Background: an optimization exercise with open tools, aiming at small area, a short achievable clock period and few clock cycles per item. Do not read the settings as production practice.
Only simulation tests tie the RTL to the original design; equivalence was not proved.

==> inputs of run a <==
==> flow/design.v <==
module tea_iter_core #(
  parameter int ROUNDS = 32,
  parameter int UNROLL = 1
) (
  input  logic             clk,
  input  logic             rst,
  input  logic             in_valid,
  output logic             in_ready,
  input  logic             in_decrypt,
  input  logic [63:0]      in_v,
  input  logic [127:0]     in_k,
  output logic             out_valid,
  input  logic             out_ready,
  output logic [63:0]      out_v,
  output logic             out_decrypt
);
  localparam logic [31:0] DELTA        = 32'h9E3779B9;
  localparam int          STEPS        = ROUNDS / UNROLL;
  localparam int          CNT_W        = (STEPS > 1) ? $clog2(STEPS) : 1;
  localparam logic [31:0] SUM_DEC_INIT = 32'(ROUNDS) * DELTA;
  if (ROUNDS < 1 || UNROLL < 1 || (ROUNDS % UNROLL) != 0) begin : g_bad_cfg
    $error("tea_iter_core: ROUNDS must be >= 1 and UNROLL must divide ROUNDS");
  end
  typedef enum logic [1:0] {IDLE, RUN, DONE} state_e;
  state_e       state_q, state_d;
  logic [31:0]  v0_q, v1_q, sum_q;
  logic [127:0] k_q;
  logic         dec_q;
  logic [CNT_W-1:0] cnt_q;
  logic [63:0]  out_v_q;
  logic         out_dec_q;
  logic [31:0]  v0_n, v1_n, sum_n;
  logic         in_rdy;
  logic         accept;
  logic         last_step;
  function automatic logic [31:0] tea_f(input logic [31:0] x,
                                        input logic [63:0] kp,
                                        input logic [31:0] s);
    tea_f = ((x << 4) + kp[63:32]) ^ (x + s) ^ ((x >> 5) + kp[31:0]);
  endfunction
  always_comb begin
    v0_n  = v0_q;
    v1_n  = v1_q;
    sum_n = sum_q;
    for (int i = 0; i < UNROLL; i++) begin
      if (dec_q) begin
        v1_n  = v1_n - tea_f(v0_n, k_q[127:64], sum_n);
        v0_n  = v0_n - tea_f(v1_n, k_q[63:0], sum_n);
        sum_n = sum_n - DELTA;
      end else begin
        sum_n = sum_n + DELTA;
        v0_n  = v0_n + tea_f(v1_n, k_q[63:0], sum_n);
        v1_n  = v1_n + tea_f(v0_n, k_q[127:64], sum_n);
      end
    end
  end
  assign last_step = (cnt_q == CNT_W'(STEPS - 1));
  always_comb begin
    state_d = state_q;
    in_rdy  = 1'b0;
    unique case (state_q)
      IDLE: begin
        in_rdy = 1'b1;
        if (in_valid) state_d = RUN;
      end
      RUN: begin
        if (last_step) state_d = DONE;
      end
      DONE: begin
        if (out_ready) begin
          in_rdy  = 1'b1;
          state_d = in_valid ? RUN : IDLE;
        end
      end
      default: state_d = IDLE;
    endcase
  end
  assign accept          = in_valid & in_rdy;
  assign in_ready    = in_rdy & ~rst;
  assign out_valid   = (state_q == DONE);
  assign out_v       = out_v_q;
  assign out_decrypt = out_dec_q;
  always_ff @(posedge clk) begin
    if (rst) begin
      state_q   <= IDLE;
      v0_q      <= '0;
      v1_q      <= '0;
      sum_q     <= '0;
      k_q       <= '0;
      dec_q     <= 1'b0;
      cnt_q     <= '0;
      out_v_q   <= '0;
      out_dec_q <= 1'b0;
    end else begin
      state_q <= state_d;
      if (accept) begin
        v0_q  <= in_v[63:32];
        v1_q  <= in_v[31:0];
        k_q   <= in_k;
        dec_q <= in_decrypt;
        sum_q <= in_decrypt ? SUM_DEC_INIT : 32'h0;
        cnt_q <= '0;
      end else if (state_q == RUN) begin
        v0_q  <= v0_n;
        v1_q  <= v1_n;
        sum_q <= sum_n;
        cnt_q <= cnt_q + 1'b1;
        if (last_step) begin
          out_v_q   <= {v0_n, v1_n};
          out_dec_q <= dec_q;
        end
      end
    end
  end
endmodule
==> flow/run.sh <==
#!/bin/bash
# synth_recipe.tcl (not shown) runs the flow's synth.tcl, then flattens the netlist and writes it again
# the make line also repeats each setting of config.mk as NAME=value (left out here)
make -C /OpenROAD-flow-scripts/flow DESIGN_CONFIG=/design/flow/config.mk WORK_HOME=/design/flow/orfs CLKGATE_MAP_FILE= SYNTH_SCRIPT=/design/flow/synth_recipe.tcl finish
==> flow/config.mk <==
export PLATFORM = sky130hd
export DESIGN_NAME = tea_iter_core
export DESIGN_NICKNAME = tea_iter_core
export VERILOG_FILES = /design/flow/design.v
export SDC_FILE = /design/flow/constraint.sdc
export NUM_CORES = 4
export LEC_CHECK = 0
export CAP_MARGIN = 20
export CORE_MARGIN = 2
export CORE_UTILIZATION = 40
export SLEW_MARGIN = 20
==> flow/constraint.sdc <==
create_clock -name core_clock -period 12.0 [get_ports {clk}]
set_input_delay 2.4000 -clock core_clock [delete_from_list [all_inputs] [get_ports {clk}]]
set_output_delay 2.4000 -clock core_clock [all_outputs]
set_load 0.01 [all_outputs]
==> run b: changes against run a <==
==> flow/design.v (replaced) <==
module tea_iter_core (
  input  logic             clk,
  input  logic             rst,
  input  logic             in_valid,
  output logic             in_ready,
  input  logic             in_decrypt,
  input  logic [63:0]      in_v,
  input  logic [127:0]     in_k,
  output logic             out_valid,
  input  logic             out_ready,
  output logic [63:0]      out_v,
  output logic             out_decrypt
);
  localparam logic [31:0] DELTA        = 32'h9E3779B9;
  localparam logic [31:0] NEG_DELTA    = 32'h61C88647;   
  localparam logic [31:0] SUM_DEC_INIT = 32'hC6EF3720;   
  function automatic logic [31:0] add32(input logic [31:0] x, input logic [31:0] y,
                                        input logic cin);
    logic [31:0] g, p, gg, pp, gn, pn;
    g  = x & y;
    p  = x ^ y;
    gg = g;
    pp = p;
    gg[0] = g[0] | (p[0] & cin);
    for (int l = 0; l < 5; l++) begin
      gn = gg;
      pn = pp;
      for (int i = 0; i < 32; i++) begin
        if ((i >> l) & 1) begin
          gn[i] = gg[i] | (pp[i] & gg[((i >> l) << l) - 1]);
          pn[i] = pp[i] & pp[((i >> l) << l) - 1];
        end
      end
      gg = gn;
      pp = pn;
    end
    add32 = p ^ {gg[30:0], cin};
  endfunction
  logic         run_q;       
  logic         sw_q;        
  logic         fin_q;       
  logic         done_q;      
  logic [31:0]  a_q, b_q, sum_q;
  logic [63:0]  kx_q, ky_q;
  logic         dec_q;
  logic         ph_q;        
  logic         in_rdy, accept;
  logic         step, last;
  logic [31:0]  f, b_step;
  assign f = add32(b_q << 4, kx_q[63:32], 1'b0) ^ add32(b_q, sum_q, 1'b0)
           ^ add32(b_q >> 5, kx_q[31:0], 1'b0);
  assign b_step = add32(a_q ^ {32{dec_q}}, f, 1'b0) ^ {32{dec_q}};
  assign step = run_q & ~sw_q;
  assign last = ph_q & (dec_q ? (sum_q[12] & sum_q[16] & sum_q[28])
                              : (sum_q[5] & ~sum_q[27]));
  assign in_rdy      = ~run_q & (~done_q | out_ready);
  assign accept      = in_valid & in_rdy;
  assign in_ready    = in_rdy & ~rst;
  assign out_valid   = done_q;
  assign out_v       = {a_q, b_q};
  assign out_decrypt = dec_q;
  always_ff @(posedge clk) begin
    if (rst) begin
      run_q  <= 1'b0;
      done_q <= 1'b0;
    end else if (accept) begin
      run_q  <= 1'b1;
      done_q <= 1'b0;
    end else if (run_q) begin
      if (sw_q ? fin_q : (last & ~dec_q)) begin
        run_q  <= 1'b0;
        done_q <= 1'b1;
      end
    end else if (out_ready) begin
      done_q <= 1'b0;
    end
  end
  always_ff @(posedge clk) begin
    if (accept) begin
      sw_q  <= in_decrypt;
      fin_q <= 1'b0;
    end else if (run_q) begin
      if (sw_q) sw_q <= 1'b0;
      else if (last) begin
        sw_q  <= 1'b1;
        fin_q <= 1'b1;
      end
    end
  end
  always_ff @(posedge clk) begin
    if (run_q) begin
      kx_q <= ky_q;
      ky_q <= kx_q;
      if (step) ph_q <= ~ph_q;
      if (step & ph_q) sum_q <= sum_q + (dec_q ? NEG_DELTA : DELTA);
    end else begin
      kx_q  <= in_k[63:0];
      ky_q  <= in_k[127:64];
      ph_q  <= 1'b0;
      sum_q <= in_decrypt ? SUM_DEC_INIT : DELTA;
    end
  end
  always_ff @(posedge clk) begin
    if (run_q) begin
      a_q <= b_q;
      b_q <= sw_q ? a_q : b_step;
    end else if (accept) begin
      a_q   <= in_v[63:32];
      b_q   <= in_v[31:0];
      dec_q <= in_decrypt;
    end
  end
endmodule
==> flow/flow/run.sh (new file) <==
#!/bin/bash
# Layout flow: the standard flow (standard synthesis unchanged), with
# - plain buf_1 cells as the port buffers (every port is still buffered), and
# - a larger setup margin for ORFS's timing repair, so that repair works
#   towards the period the design can reach instead of stopping at 12 ns.
set -euo pipefail
bash standard.sh "BUFFER_PORTS_ARGS=-buffer_cell sky130_fd_sc_hd__buf_1" \
  SETUP_SLACK_MARGIN=6.5 finish > standard.log 2>&1
==> flow/standard.sh (new file) <==
#!/bin/bash
# synth_recipe.tcl (not shown) runs the flow's synth.tcl, then flattens the netlist and writes it again
# the make line also repeats each setting of config.mk as NAME=value (left out here)
make -C /OpenROAD-flow-scripts/flow DESIGN_CONFIG=/design/flow/config.mk WORK_HOME=/design/flow/orfs CLKGATE_MAP_FILE= SYNTH_SCRIPT=/design/flow/synth_recipe.tcl "${@:-finish}"
removed: flow/run.sh
==> run_results.csv <==
group,metric,value,unit
run_status,status,"no timing/DRC/antenna violations",
sta,clock.fmax,89.6,MHz
setup_path,cp_slowest_cell,"a311o_1",
logic_synthesis,yosysSeqAreaShare,16.6,%
finish,fin_util,46.3,%
sta,fin_hold_ws,0.456,ns
finish,clkCellAreaFrac,3.12,%
route,dr_total_vias,36500,
worst_hold_path,min_from,"out_v_q[26]",
finish,seq_share,14.5,%
finish,nNonClkBuffers,308,
route,route.met2.wl,59000,um
sta,min_period_over_period,93.0,%
placement,place.gp.congestion,0.990,
placement,post-dp-hpwl,117000,um
finish,clockBufferCount,50,
Source of the figures above: run a

==> run_results.csv <==
group,metric,value,unit
route,route.met2.wl,18800,um
run_status,status,"no timing/DRC/antenna violations",
finish,fin_util,48.1,%
finish,clockBufferCount,45,
sta,clock.fmax,186,MHz
finish,seq_share,30.1,%
sta,min_period_over_period,44.8,%
placement,post-dp-hpwl,33200,um
logic_synthesis,yosysSeqAreaShare,35.8,%
route,dr_total_vias,12200,
setup_path,cp_slowest_cell,"a21oi_1",
Source of the figures above: run b

Testbench counts of run a, summed over its fixed seeds: cycles 12,680, items 384.
Testbench counts of run b, summed over its fixed seeds: cycles 25,324, items 384.

[port drivers added, routing unchanged]
No port has a modelled driver above. Below, the same layouts with a new extraction and two added sets of constraints. Step 1 (the two cells are an assumption about what drives the block):
set clk [get_ports {clk}]
set_driving_cell -lib_cell sky130_fd_sc_hd__clkbuf_16 $clk
set_driving_cell -lib_cell sky130_fd_sc_hd__buf_2 [delete_from_list [all_inputs] $clk]
Step 2 moves the port delays by t, midway between the first and last clock arrival at a register: inputs arrive t later, outputs are due t later. That takes back most of the time a late clock gives input paths. Slacks: ideal ports / drivers / drivers and shift; pairs: ideal ports / drivers.
run	shift t [ns]	setup slack, ns	worst setup path after step 2
run a	0.643	0.841 / 0.841 / 0.841	register to register
run b	0.593	6.629 / 6.604 / 6.604	input to output
After both steps every run listed still meets setup and hold. For run b, which loses most, drivers alone change the setup slack by -0.025 ns; drivers and shift together by -0.025 ns.
